Source: an optimization exercise on an open RTL-to-GDS flow (aim: small area). Production flows keep margins and buffers that such runs may drop. Function was checked by simulation only, so behaviour that the tests miss may differ from the original. The flow treats the clock pin as an ideal source, which a real chip does not have.

==> 09-17 <==
// regfile_mp
module regfile_mp
#(
  parameter int XLEN = rf_pkg::XLEN_DEF,
  parameter int NREG = rf_pkg::NREG_DEF,
  parameter int NR_READ = rf_pkg::NR_READ_DEF,
  parameter int NR_WRITE = rf_pkg::NR_WRITE_DEF,
  parameter int AW = $clog2(NREG)
) (
  input  logic                              i_clk,
  input  logic                              i_rst_n,
  input  logic [NR_READ-1:0][AW-1:0]        i_raddr,
  output logic [NR_READ-1:0][XLEN-1:0]      o_rdata,
  output logic [NR_READ-1:0]                o_rbusy,
  input  logic [NR_WRITE-1:0]               i_we,
  input  logic [NR_WRITE-1:0][AW-1:0]       i_waddr,
  input  logic [NR_WRITE-1:0][XLEN-1:0]     i_wdata,
  input  logic                              i_issue_valid,
  input  logic [AW-1:0]                     i_issue_rd,
  output logic [NREG-1:0]                   o_busy_vec
);
==> module rf_or11xn, before the edit <==
module rf_or11xn (
  input  logic [10:0] an,
  input  logic        ph,
  output logic        yn
);
  logic [2:0] o;
  logic       n;
  rf_nand4 u_a (.a(an[3:0]),  .y(o[0]));
  rf_nand4 u_b (.a(an[7:4]),  .y(o[1]));
  rf_nand3 u_c (.a(an[10:8]), .y(o[2]));
  rf_or3   u_n (.a(o),        .y(n));
  rf_xnor2 u_x (.a(n), .b(ph), .y(yn));
endmodule
==> module rf_nand2, before the edit <==
module rf_nand2 (input logic a, b, output logic y);
  assign y = ~(a & b);
endmodule
==> module rf_xnor2, before the edit <==
module rf_xnor2 (input logic a, b, output logic y);
  assign y = ~(a ^ b);
endmodule
==> module regfile_mp, before the edit <==
module regfile_mp
#(
  parameter int XLEN = rf_pkg::XLEN_DEF,
  parameter int NREG = rf_pkg::NREG_DEF,
  parameter int NR_READ = rf_pkg::NR_READ_DEF,
  parameter int NR_WRITE = rf_pkg::NR_WRITE_DEF,
  parameter int AW = $clog2(NREG)
) (
  input  logic                              i_clk,
  input  logic                              i_rst_n,
  input  logic [NR_READ-1:0][AW-1:0]        i_raddr,
  output logic [NR_READ-1:0][XLEN-1:0]      o_rdata,
  output logic [NR_READ-1:0]                o_rbusy,
  input  logic [NR_WRITE-1:0]               i_we,
  input  logic [NR_WRITE-1:0][AW-1:0]       i_waddr,
  input  logic [NR_WRITE-1:0][XLEN-1:0]     i_wdata,
  input  logic                              i_issue_valid,
  input  logic [AW-1:0]                     i_issue_rd,
  output logic [NREG-1:0]                   o_busy_vec
);
  logic ph;
  always_ff @(posedge i_clk or negedge i_rst_n)
    if (!i_rst_n) ph <= 1'b0;
    else ph <= ~ph;
  logic [NR_WRITE-1:0][XLEN-1:0] wx;
  assign wx = i_wdata ^ {(NR_WRITE*XLEN){ph}};
  logic [NREG-1:0] ws0, ws1, iss;
  always_comb
    for (int i = 0; i < NREG; i++) begin
      ws0[i] = i_we[0] && i_waddr[0] == AW'(i);
      ws1[i] = i_we[1] && i_waddr[1] == AW'(i);
      iss[i] = i_issue_valid && i_issue_rd == AW'(i);
    end
  logic [NR_READ-1:0] f1, f0, nf, rph;
  logic [NR_READ-1:0][NREG-1:0] rsel;
  wire  [NREG-1:0] vld;
  wire  [XLEN-1:0] sv [NREG];
  for (genvar p = 0; p < NR_READ; p++) begin : g_sel
    assign f1[p] = i_we[1] && i_waddr[1] == i_raddr[p] && i_raddr[p] != '0;
    assign f0[p] = i_we[0] && i_waddr[0] == i_raddr[p] && i_raddr[p] != '0 && !f1[p];
    assign nf[p] = !(f1[p] || f0[p]);
    for (genvar i = 0; i < NREG; i++) begin : g_i
      assign rsel[p][i] = i_raddr[p] == AW'(i) && vld[i];
    end
    assign rph[p] = ph && vld[i_raddr[p]];
  end
  assign vld[0] = 1'b0;
  assign sv[0]  = '0;
  assign o_busy_vec[0] = 1'b0;
  for (genvar i = 1; i < NREG; i++) begin : g_r
    logic t1, t0, h;
    logic v, b;
    logic [XLEN-1:0] s, sn;
    assign t1 = ws1[i];
    assign t0 = ws0[i] & ~ws1[i];
    assign h  = ~(ws0[i] | ws1[i]);
    for (genvar k = 0; k < XLEN; k++) begin : g_b
      rf_wbit u_w (
        .t1(t1), .x1(wx[1][k]), .t0(t0), .x0(wx[0][k]), .h(h), .s(s[k]), .sn(sn[k])
      );
    end
    always_ff @(posedge i_clk)
      s <= sn;
    assign sv[i] = s;
    always_ff @(posedge i_clk or negedge i_rst_n)
      if (!i_rst_n) v <= 1'b0;
      else v <= v | ws0[i] | ws1[i];
    assign vld[i] = v;
    always_ff @(posedge i_clk or negedge i_rst_n)
      if (!i_rst_n) b <= 1'b0;
      else b <= (b & ~(ws0[i] | ws1[i])) | iss[i];
    assign o_busy_vec[i] = b;
  end
  logic [NR_WRITE-1:0][XLEN-1:0] nwd;
  assign nwd = ~i_wdata;
  for (genvar p = 0; p < NR_READ; p++) begin : g_p
    for (genvar k = 0; k < XLEN; k++) begin : g_b
      logic [30:0] a, d;
      logic [10:0] yn;
      logic rn;
      for (genvar i = 1; i < NREG; i++) begin : g_t
        assign a[i-1] = rsel[p][i];
        assign d[i-1] = sv[i][k];
      end
      for (genvar g = 0; g < 10; g++) begin : g_g
        rf_rd3 u_t (
          .a0(a[3*g]), .b0(d[3*g]), .a1(a[3*g+1]), .b1(d[3*g+1]), .a2(a[3*g+2]), .b2(d[3*g+2]),
          .yn(yn[g])
        );
      end
      rf_nand2 u_l (.a(a[30]), .b(d[30]), .y(yn[10]));
      rf_or11xn u_o (.an(yn), .ph(rph[p]), .yn(rn));
      rf_rd3 u_f (
        .a0(f1[p]), .b0(nwd[1][k]), .a1(f0[p]), .b1(nwd[0][k]), .a2(nf[p]), .b2(rn),
        .yn(o_rdata[p][k])
      );
    end
  end
  for (genvar p = 0; p < NR_READ; p++) begin : g_rb
    assign o_rbusy[p] = nf[p] ? o_busy_vec[i_raddr[p]] : iss[i_raddr[p]];
  end
endmodule
export LEC_CHECK = 0
export CAP_MARGIN = 10
export CELL_PAD_IN_SITES_DETAIL_PLACEMENT = 1
export CELL_PAD_IN_SITES_GLOBAL_PLACEMENT = 2
export CORE_MARGIN = 2
export CORE_UTILIZATION = 30
export GPL_TIMING_DRIVEN = 0
export SLEW_MARGIN = 10
export SYNTH_HIERARCHICAL = 1
create_clock -name core_clock -period 8.0 [get_ports {i_clk}]
standard.sh (not shown) runs the stock make flow with config.mk's settings and CLKGATE_MAP_FILE= SYNTH_SCRIPT=/design/flow/synth_recipe.tcl, a recipe that flattens the netlist after the stock synthesis.
==> flow/flow/run.sh <==
#!/bin/bash
# Standard synthesis and layout (standard.sh), with a few layout steps tuned through
# ORFS's own variables and step hooks: small port buffers, no synthesis buffers kept,
# repair limited to moderate cell sizes, a clock tree of small buffers without dummy loads,
# and power recovery (downsizing) after global routing.
set -euo pipefail
here=$(pwd)
fl=$here/flow
bash standard.sh synth > std_synth.log 2>&1
export DONT_BUFFER_PORTS=1
export PRE_GLOBAL_PLACE_TCL=$fl/pre_gpl.tcl
export PRE_RESIZE_TCL=$fl/pre_resize.tcl
export PRE_CTS_TCL=$fl/no_big.tcl
export PRE_GLOBAL_ROUTE_TCL=$fl/no_big.tcl
export CTS_ARGS="-sink_clustering_enable -repair_clock_nets -buf_list sky130_fd_sc_hd__clkbuf_8 -sink_clustering_size 16 -sink_clustering_max_diameter 60 -dont_use_dummy_load"
export RECOVER_POWER=100
bash standard.sh > std_layout.log 2>&1
==> flow/flow/pre_gpl.tcl <==
# drop synthesis buffers, then buffer the ports: inputs with buf_2 (several fan out widely),
# outputs with buf_1 (each drives only its pin)
remove_buffers
buffer_ports -inputs -buffer_cell sky130_fd_sc_hd__buf_2
buffer_ports -outputs -buffer_cell sky130_fd_sc_hd__buf_1
source [file join [file dirname [info script]] no_big.tcl]
Other scripts of this flow, unchanged in this note and not shown: flow/flow/hf_buffer.tcl, flow/flow/no_big.tcl, flow/flow/pre_resize.tcl
==> 05-03 (differences from 09-17) <==
--- a/flow/design.v
+++ b/flow/design.v
@@ -18,10 +18,10 @@
 );
   assign yn = ~((a0 & b0) | (a1 & b1) | (a2 & b2));
 endmodule
-module rf_or11xn (
+module rf_or11x (
   input  logic [10:0] an,
   input  logic        ph,
-  output logic        yn
+  output logic        y
 );
   logic [2:0] o;
   logic       n;
@@ -29,10 +29,7 @@
   rf_nand4 u_b (.a(an[7:4]),  .y(o[1]));
   rf_nand3 u_c (.a(an[10:8]), .y(o[2]));
   rf_or3   u_n (.a(o),        .y(n));
-  rf_xnor2 u_x (.a(n), .b(ph), .y(yn));
-endmodule
-module rf_nand2 (input logic a, b, output logic y);
-  assign y = ~(a & b);
+  rf_xor2  u_x (.a(n), .b(ph), .y(y));
 endmodule
 module rf_nand4 (input logic [3:0] a, output logic y);
   assign y = ~&a;
@@ -43,8 +40,8 @@
 module rf_or3 (input logic [2:0] a, output logic y);
   assign y = |a;
 endmodule
-module rf_xnor2 (input logic a, b, output logic y);
-  assign y = ~(a ^ b);
+module rf_xor2 (input logic a, b, output logic y);
+  assign y = a ^ b;
 endmodule
 module regfile_mp
 #(
@@ -79,18 +76,19 @@
       ws1[i] = i_we[1] && i_waddr[1] == AW'(i);
       iss[i] = i_issue_valid && i_issue_rd == AW'(i);
     end
-  logic [NR_READ-1:0] f1, f0, nf, rph;
+  logic [NR_READ-1:0] f1, f0, rph;
   logic [NR_READ-1:0][NREG-1:0] rsel;
+  logic [NR_READ-1:0][NREG-1:0] rdec;
   wire  [NREG-1:0] vld;
   wire  [XLEN-1:0] sv [NREG];
   for (genvar p = 0; p < NR_READ; p++) begin : g_sel
     assign f1[p] = i_we[1] && i_waddr[1] == i_raddr[p] && i_raddr[p] != '0;
     assign f0[p] = i_we[0] && i_waddr[0] == i_raddr[p] && i_raddr[p] != '0 && !f1[p];
-    assign nf[p] = !(f1[p] || f0[p]);
     for (genvar i = 0; i < NREG; i++) begin : g_i
-      assign rsel[p][i] = i_raddr[p] == AW'(i) && vld[i];
+      assign rdec[p][i] = i_raddr[p] == AW'(i);
+      assign rsel[p][i] = rdec[p][i] && vld[i] && !(ws0[i] || ws1[i]);
     end
-    assign rph[p] = ph && vld[i_raddr[p]];
+    assign rph[p] = ph && vld[i_raddr[p]] && !f1[p] && !f0[p];
   end
   assign vld[0] = 1'b0;
   assign sv[0]  = '0;
@@ -119,32 +117,32 @@
       else b <= (b & ~(ws0[i] | ws1[i])) | iss[i];
     assign o_busy_vec[i] = b;
   end
-  logic [NR_WRITE-1:0][XLEN-1:0] nwd;
-  assign nwd = ~i_wdata;
   for (genvar p = 0; p < NR_READ; p++) begin : g_p
     for (genvar k = 0; k < XLEN; k++) begin : g_b
-      logic [30:0] a, d;
+      logic [32:0] a, d;
       logic [10:0] yn;
-      logic rn;
       for (genvar i = 1; i < NREG; i++) begin : g_t
         assign a[i-1] = rsel[p][i];
         assign d[i-1] = sv[i][k];
       end
-      for (genvar g = 0; g < 10; g++) begin : g_g
+      assign a[31] = f1[p];
+      assign d[31] = i_wdata[1][k];
+      assign a[32] = f0[p];
+      assign d[32] = i_wdata[0][k];
+      for (genvar g = 0; g < 11; g++) begin : g_g
         rf_rd3 u_t (
           .a0(a[3*g]), .b0(d[3*g]), .a1(a[3*g+1]), .b1(d[3*g+1]), .a2(a[3*g+2]), .b2(d[3*g+2]),
           .yn(yn[g])
         );
       end
-      rf_nand2 u_l (.a(a[30]), .b(d[30]), .y(yn[10]));
-      rf_or11xn u_o (.an(yn), .ph(rph[p]), .yn(rn));
-      rf_rd3 u_f (
-        .a0(f1[p]), .b0(nwd[1][k]), .a1(f0[p]), .b1(nwd[0][k]), .a2(nf[p]), .b2(rn),
-        .yn(o_rdata[p][k])
-      );
+      rf_or11x u_o (.an(yn), .ph(rph[p]), .y(o_rdata[p][k]));
     end
   end
   for (genvar p = 0; p < NR_READ; p++) begin : g_rb
-    assign o_rbusy[p] = nf[p] ? o_busy_vec[i_raddr[p]] : iss[i_raddr[p]];
+    logic [NREG-1:0] bt;
+    for (genvar i = 0; i < NREG; i++) begin : g_i
+      assign bt[i] = rdec[p][i] && !f1[p] && !f0[p] && o_busy_vec[i];
+    end
+    assign o_rbusy[p] = ((f1[p] || f0[p]) && iss[i_raddr[p]]) || |bt;
   end
 endmodule
--- a/flow/flow/run.sh
+++ b/flow/flow/run.sh
@@ -7,7 +7,7 @@
 here=$(pwd)
 fl=$here/flow
 bash standard.sh synth > std_synth.log 2>&1
-export DONT_BUFFER_PORTS=1
+export BUFFER_PORTS_ARGS="-buffer_cell sky130_fd_sc_hd__buf_1"
 export PRE_GLOBAL_PLACE_TCL=$fl/pre_gpl.tcl
 export PRE_RESIZE_TCL=$fl/pre_resize.tcl
 export PRE_CTS_TCL=$fl/no_big.tcl
==> flow/flow/pre_gpl.tcl (replaced) <==
# drop synthesis buffers before the ports are buffered and the design is placed
remove_buffers
source [file join [file dirname [info script]] no_big.tcl]
- CELL_PAD_IN_SITES_DETAIL_PLACEMENT: 1 -> 0
- CELL_PAD_IN_SITES_GLOBAL_PLACEMENT: 2 -> 1
- CORE_UTILIZATION: 30 -> 55
==> flow_metrics.env <==
export IMPL_so_violations="capacitance limit, slew limit, setup timing"
export IMPL_setup_violations_final=4
export IMPL_cp_end_kind="output pin"
export IMPL_slew_viol_final=2164
export IMPL_layout_min_cycle_time_ns=8.14
export IMPL_cap_violations=61
export IMPL_fin_ws_ns=-0.139
export IMPL_synth_top_cell_area_share_pct=43.3
export IMPL_status="complete, but fails checks"
[end of results for 09-17]
==> flow_metrics.env <==
export IMPL_status="did not finish"
export IMPL_lastStage="global routing"
export IMPL_error_line="[ERROR GRT-0232] Routing congestion too high. Check the congestion heatmap in the GUI."
export IMPL_synth_cells=3840
export IMPL_ys_seq_area_share_pct=47.4
export IMPL_gr_usage_met3_pct=48.4
export IMPL_synth_top_cell_area_share_pct=43.9
[end of results for 05-03]

==> what the ideal ports hide <==
The flow's constraints put no driver on any port. The routed layout listed below was extracted and timed again, unchanged, in two steps. Step 1, drivers: a clkbuf_16 drives i_clk and a buf_2 each remaining input, both assumed. Step 2 times the ports against the registers' clock, not the clock port: input delays grow and output delays shrink by t, the midpoint of the rising clock arrivals with the driver on. Three values: ideal, step 1, step 2; two values: the first two.
run: 09-17
t, ns: 0.945
slack for setup (ns): -0.139 / -0.166 / -0.572
hold slack, ns: 0.486 / 0.486 / 0.486
The setup slack of 09-17 moves by -0.027 ns with the drivers and by -0.433 ns with both steps.
